Background: an optimization exercise with open tools, aiming at small area and a short achievable clock period. Do not read the settings as production practice. Where RTL was checked, it was by simulation tests only, not by an equivalence proof against the original. No activity file was given, so power comes from the tool's default toggle rates.

==> try-ember: inputs <==
Design wasm_ctrl_top, start of the top module:
module wasm_ctrl_top (
    input  logic                      clk,
    input  logic                      rst_n,
    input  logic [addr_w-1:0]         read_pointer,
    input  logic [window_bytes*8-1:0] window,
    output logic [7:0]                advance,
    output logic                      jump_en,
    output logic [addr_w-1:0]         jump_addr,
    output logic [11:0]               stack_ctrl,  
    output logic [31:0]               imm,
    output logic                      call_en,
    output logic [24:0]               call_frame,  
    output logic                      ret_en,
    output logic                      finish,
    output logic                      instr_error
);
==> flow/config.mk <==
export PLATFORM = sky130hd
export DESIGN_NAME = wasm_ctrl_top
export DESIGN_NICKNAME = wasm_ctrl_top
export VERILOG_FILES = /design/flow/design.v
export SDC_FILE = /design/flow/constraint.sdc
export NUM_CORES = 4
export LEC_CHECK = 0
export ABC_AREA = 1
export CAP_MARGIN = 20
export CORE_MARGIN = 2
export CORE_UTILIZATION = 60
export CTS_BUF_LIST = sky130_fd_sc_hd__clkbuf_16
export CTS_CLUSTER_DIAMETER = 70
export CTS_CLUSTER_SIZE = 22
export SETUP_SLACK_MARGIN = 2.5
export SLEW_MARGIN = 20
==> flow/constraint.sdc <==
create_clock -name core_clock -period 8.0 [get_ports {clk}]
set_input_delay 1.6000 -clock core_clock [delete_from_list [all_inputs] [get_ports {clk}]]
set_output_delay 1.6000 -clock core_clock [all_outputs]
set_load 0.01 [all_outputs]
standard.sh (not shown) runs the stock make flow with config.mk's settings and CLKGATE_MAP_FILE= SYNTH_SCRIPT=/design/flow/synth_recipe.tcl, a recipe that flattens the netlist after the stock synthesis.
==> flow/flow/run.sh <==
#!/bin/bash
set -euo pipefail
export BUFFER_PORTS_ARGS="-buffer_cell sky130_fd_sc_hd__buf_2"
bash standard.sh > standard_flow.log 2>&1
==> inputs of try-sierra, as changes to try-ember <==
--- a/flow/design.v
+++ b/flow/design.v
@@ -287,27 +287,21 @@
     logic magic, vec_at_last;
     assign magic       = (window == wasm_magic_version);
     assign vec_at_last = (vec_cnt == vec_last);
     logic [func_idx_w-1:0] rd_idx;
     assign rd_idx = s_run ? window[11:8] : start_idx;
-    logic [func_max-1:0] ent_valid, sig_valid;
-    always_comb begin
-        for (int i = 0; i < func_max; i++) begin
-            ent_valid[i] = 1'b0;
-            sig_valid[i] = 1'b0;
-            for (int j = i; j < func_max; j++) begin
-                if (vec_last == func_idx_w'(j)) ent_valid[i] = 1'b1;
-                if (sig_hwm == 5'(j + 1))      sig_valid[i] = 1'b1;
-            end
-            if (sig_hwm[func_idx_w]) sig_valid[i] = 1'b1;
-        end
-    end
+    function automatic logic gt4(input logic [3:0] a, input logic [3:0] b);  
+        gt4 = (a[3] & !b[3]) |
+              (!(a[3] ^ b[3]) & a[2] & !b[2]) |
+              (!(a[3] ^ b[3]) & !(a[2] ^ b[2]) & a[1] & !b[1]) |
+              (!(a[3] ^ b[3]) & !(a[2] ^ b[2]) & !(a[1] ^ b[1]) & a[0] & !b[0]);
+    endfunction
     logic [4:0]  sig_rd;
     logic [19:0] ent_rd;
     logic        sig_ok, ent_ok;
-    assign sig_ok = sig_valid[rd_idx];
-    assign ent_ok = ent_valid[rd_idx];
+    assign ent_ok = !gt4(rd_idx, vec_last);
+    assign sig_ok = sig_hwm[func_idx_w] | gt4(sig_hwm[func_idx_w-1:0], rd_idx);
     entry_table #(.width(4)) par_tab (
         .clk, .wr_en(s_par), .wr_idx(vec_cnt), .wr_data(window[11:8]),
         .rd_idx, .rd_data(sig_rd[4:1])
     );
     entry_table #(.width(1)) res_tab (
@@ -319,11 +313,16 @@
         .rd_idx, .rd_data(ent_rd)
     );
     logic [addr_w-1:0] ret_top;
     logic              ret_last;
     logic [addr_w-1:0] ret_sum, ret_addr;
-    assign ret_sum  = read_pointer + addr_w'(op_len);
+    logic [3:0] ret_lo;
+    logic [8:0] rp_hi_inc;
+    assign ret_lo    = {1'b0, read_pointer[2:0]} + {1'b0, op_len};
+    assign rp_hi_inc = read_pointer[11:3] + 9'd1;
+    assign ret_sum   = {(rp_hi_inc & {9{ret_lo[3]}}) | (read_pointer[11:3] & {9{!ret_lo[3]}}),
+                        ret_lo[2:0]};
     assign ret_addr = s_run ? ret_sum : '0;  
     return_stack u_ret (
         .clk, .rst_n, .push(call_en), .push_addr(ret_addr), .pop(ret_en),
         .top_addr(ret_top), .last_frame(ret_last)
     );
==> flow/flow/run.sh (replaced) <==
#!/bin/bash
# Layout flow: the standard synthesis, except that the technology mapping of the
# combinational logic uses ABC's area-oriented mapping (map -a) instead of the default
# delay-first mapping; registers are mapped exactly as in the standard synthesis. Then the standard flow's
# standard layout from floorplan on, with the port buffers made of plain buffers instead of the
# delay-cell buffers buffer_ports picks by default. Each tool logs to its own file here.
set -euo pipefail
rm -rf synth_scripts
cp -r "$FLOW_HOME/scripts" synth_scripts
cp flow/abc_area.script synth_scripts/abc_area.script
SCRIPTS_DIR="$PWD/synth_scripts" bash standard.sh synth > standard_synth.log 2>&1
export BUFFER_PORTS_ARGS="-buffer_cell sky130_fd_sc_hd__buf_2"
bash standard.sh > standard_flow.log 2>&1
==> flow/flow/abc_area.script (new file) <==
strash
dch
map -D 1100
topo
stime -c
buffer -c
upsize -c
dnsize -c
- CTS_BUF_LIST: sky130_fd_sc_hd__clkbuf_16 -> sky130_fd_sc_hd__clkbuf_8
- CTS_CLUSTER_DIAMETER: 70 -> 50
- CTS_CLUSTER_SIZE: 22 -> 12
- GPL_ROUTABILITY_DRIVEN: not set -> 0
- SETUP_SLACK_MARGIN: 2.5 -> 2.25
==> inputs of try-zinc, as changes to try-ember <==
--- a/flow/design.v
+++ b/flow/design.v
@@ -287,27 +287,21 @@
     logic magic, vec_at_last;
     assign magic       = (window == wasm_magic_version);
     assign vec_at_last = (vec_cnt == vec_last);
     logic [func_idx_w-1:0] rd_idx;
     assign rd_idx = s_run ? window[11:8] : start_idx;
-    logic [func_max-1:0] ent_valid, sig_valid;
-    always_comb begin
-        for (int i = 0; i < func_max; i++) begin
-            ent_valid[i] = 1'b0;
-            sig_valid[i] = 1'b0;
-            for (int j = i; j < func_max; j++) begin
-                if (vec_last == func_idx_w'(j)) ent_valid[i] = 1'b1;
-                if (sig_hwm == 5'(j + 1))      sig_valid[i] = 1'b1;
-            end
-            if (sig_hwm[func_idx_w]) sig_valid[i] = 1'b1;
-        end
-    end
+    function automatic logic gt4(input logic [3:0] a, input logic [3:0] b);  
+        gt4 = (a[3] & !b[3]) |
+              (!(a[3] ^ b[3]) & a[2] & !b[2]) |
+              (!(a[3] ^ b[3]) & !(a[2] ^ b[2]) & a[1] & !b[1]) |
+              (!(a[3] ^ b[3]) & !(a[2] ^ b[2]) & !(a[1] ^ b[1]) & a[0] & !b[0]);
+    endfunction
     logic [4:0]  sig_rd;
     logic [19:0] ent_rd;
     logic        sig_ok, ent_ok;
-    assign sig_ok = sig_valid[rd_idx];
-    assign ent_ok = ent_valid[rd_idx];
+    assign ent_ok = !gt4(rd_idx, vec_last);
+    assign sig_ok = sig_hwm[func_idx_w] | gt4(sig_hwm[func_idx_w-1:0], rd_idx);
     entry_table #(.width(4)) par_tab (
         .clk, .wr_en(s_par), .wr_idx(vec_cnt), .wr_data(window[11:8]),
         .rd_idx, .rd_data(sig_rd[4:1])
     );
     entry_table #(.width(1)) res_tab (
- ABC_AREA: 1 -> not set
- CTS_BUF_LIST: sky130_fd_sc_hd__clkbuf_16 -> sky130_fd_sc_hd__clkbuf_8
- CTS_CLUSTER_DIAMETER: 70 -> 50
- CTS_CLUSTER_SIZE: 22 -> 12
- SETUP_SLACK_MARGIN: 2.5 -> 2.25
==> inputs of try-raven, as changes to try-ember <==
--- a/flow/design.v
+++ b/flow/design.v
@@ -101,23 +101,11 @@
     always_ff @(posedge clk) begin
         if (wr_en) begin
             mem[wr_idx] <= wr_data;
         end
     end
-    logic [width-1:0] grp [func_max/4];
-    always_comb begin
-        rd_data = '0;
-        for (int g = 0; g < func_max / 4; g++) begin
-            case (rd_idx[1:0])
-                2'd0:    grp[g] = mem[4*g];
-                2'd1:    grp[g] = mem[4*g+1];
-                2'd2:    grp[g] = mem[4*g+2];
-                default: grp[g] = mem[4*g+3];
-            endcase
-            rd_data = rd_data | (grp[g] & {width{rd_idx[3:2] == 2'(g)}});
-        end
-    end
+    assign rd_data = mem[rd_idx];
 endmodule
 `timescale 1ns/1ns
 import wasm_pkg::*;
 module opcode_decode (
     input  logic [7:0]            opcode,
@@ -197,25 +185,11 @@
     always_ff @(posedge clk) begin
         if (push) begin
             stk[depth[ret_ptr_w-2:0]] <= push_addr;
         end
     end
-    logic [ret_ptr_w-2:0] top;
-    logic [addr_w-1:0]    half [2];
-    assign top = (ret_ptr_w-1)'(depth - 1'b1);
-    always_comb begin
-        top_addr = '0;
-        for (int h = 0; h < 2; h++) begin
-            case (top[1:0])
-                2'd0:    half[h] = stk[4*h];
-                2'd1:    half[h] = stk[4*h+1];
-                2'd2:    half[h] = stk[4*h+2];
-                default: half[h] = stk[4*h+3];
-            endcase
-            top_addr = top_addr | (half[h] & {addr_w{top[2] == 1'(h)}});
-        end
-    end
+    assign top_addr   = stk[(ret_ptr_w-1)'(depth - 1'b1)];
     assign last_frame = (depth == ret_ptr_w'(1));  
 endmodule
 `timescale 1ns/1ns
 import wasm_pkg::*;
 module wasm_ctrl_top (
@@ -272,12 +246,16 @@
     assign imm = {d1234 ? window[43:40] : 4'd0,
                   d123  ? window[38:32] : 7'd0,
                   d12   ? window[30:24] : 7'd0,
                   d1    ? window[22:16] : 7'd0,
                   window[14:8]};
-    logic [11:0] leb_end;  
-    assign leb_end = read_pointer + hd_val + {9'd0, hd_cnt};
+    logic [11:0] cnt12, csa_s, csa_k, leb_end;
+    assign cnt12   = {9'd0, hd_cnt};
+    assign csa_s   = read_pointer ^ hd_val ^ cnt12;
+    assign csa_k   = {(read_pointer[10:0] & hd_val[10:0]) | (read_pointer[10:0] & cnt12[10:0]) |
+                      (hd_val[10:0] & cnt12[10:0]), 1'b0};
+    assign leb_end = csa_s + csa_k;
     logic [7:0] opcode;
     assign opcode = b0;
     logic       op_is_call, op_is_end, op_is_unr, op_has_leb;
     wasm_pkg::stack_ctrl_t dec_ctrl;
     assign op_is_call = (opcode == op_call);
- CORE_UTILIZATION: 60 -> 40
- CTS_BUF_LIST: sky130_fd_sc_hd__clkbuf_16 -> not set
- CTS_CLUSTER_DIAMETER: 70 -> not set
- CTS_CLUSTER_SIZE: 22 -> not set
- SETUP_SLACK_MARGIN: 2.5 -> 3.0
==> run notes <==
metric                                                              try-zinc    try-ember    try-raven   try-sierra
Final design instance area without fill                          27980 sq um  30090 sq um  32860 sq um  28110 sq um
Final core occ                                                        0.6716       0.7000       0.4980       0.6870
Yosys warning count                                                       10           10            6           10
Result of the run                                   timing/DRC/antenna clean  timing/DRC/antenna clean  timing/DRC/antenna clean  timing/DRC/antenna clean
Highest routing layer actually used                                     met4         met5         met4         met4
Global-route wire length before repair                              93760 um    111800 um    127500 um    107100 um
Highest clock rate                                                 171.4 MHz    179.3 MHz    178.0 MHz    171.4 MHz
Initial DRC count                                                       1450         2115         2568         2075
Share of post-route cells with drive strength above 1                 0.2546       0.1729       0.2090       0.1811
Final Total Pwr                                                     6.785 mW     7.640 mW     9.542 mW     7.068 mW
Root buffer cell                                                    clkbuf_8    clkbuf_16    clkbuf_16     clkbuf_8
Number of buffers inserted during clock tree synthesis                    58           35           56           56
Tapcell count                                                            539          585          864          532
Starting density of the core                                          0.6040       0.6065       0.4055       0.6084
Gates resized, CTS repair                                                 31          113          191           50
Worst flop-to-flop path startpoint                                vec_cnt[2]   vec_cnt[2]   vec_cnt[3]   vec_cnt[3]
Wirelength, routed                                                  63410 um     77450 um     87390 um     72080 um
Number of cell instances on the worst register-to-register path            7            7            7            9
Hold Crit Endpoint                                                   s_vec_c      s_vec_c      s_vec_s      s_vec_t
Tightest slew margin relative to the limit                            0.3329       0.4002       0.2888       0.2514
Final setup slack of the worst path                                 2.165 ns     2.423 ns     2.381 ns     2.167 ns
Setup WS pre-CTS                                                    1.668 ns    0.9901 ns     1.495 ns     1.502 ns
The RTL of try-raven was laid out without a check of its function.

[port drivers added, routing unchanged]
The results above use ideal ports. As a check the final layouts listed here were re-extracted and re-timed, cells and wires unchanged.
Step 1, drivers: a clkbuf_16 drives clk and a buf_2 each remaining input, both assumed.
Step 2 adds t to the input delays and takes it off the output delays; t is the mean of the earliest and latest rising clock arrival at the registers after step 1. Input paths then give back, and output paths get back, about the clock's delay inside the block.
Three values: ideal, step 1, step 2; two values: the first two.
| run | t, ns | setup slack, ns | clock arrival spread, ns |
|---|---|---|---|
| try-ember | 0.608 | 2.423 / 2.366 / 2.366 | 0.033 / 0.034 |
| try-sierra | 0.716 | 2.167 / 2.114 / 2.114 | 0.022 / 0.022 |
| try-zinc | 0.722 | 2.165 / 2.032 / 2.032 | 0.047 / 0.046 |
| try-raven | 0.671 | 2.381 / 2.315 / 2.315 | 0.043 / 0.043 |
After both steps setup and hold are still met in every run listed. For try-zinc, which loses most, drivers alone change the setup slack by -0.133 ns; drivers and shift together by -0.133 ns.
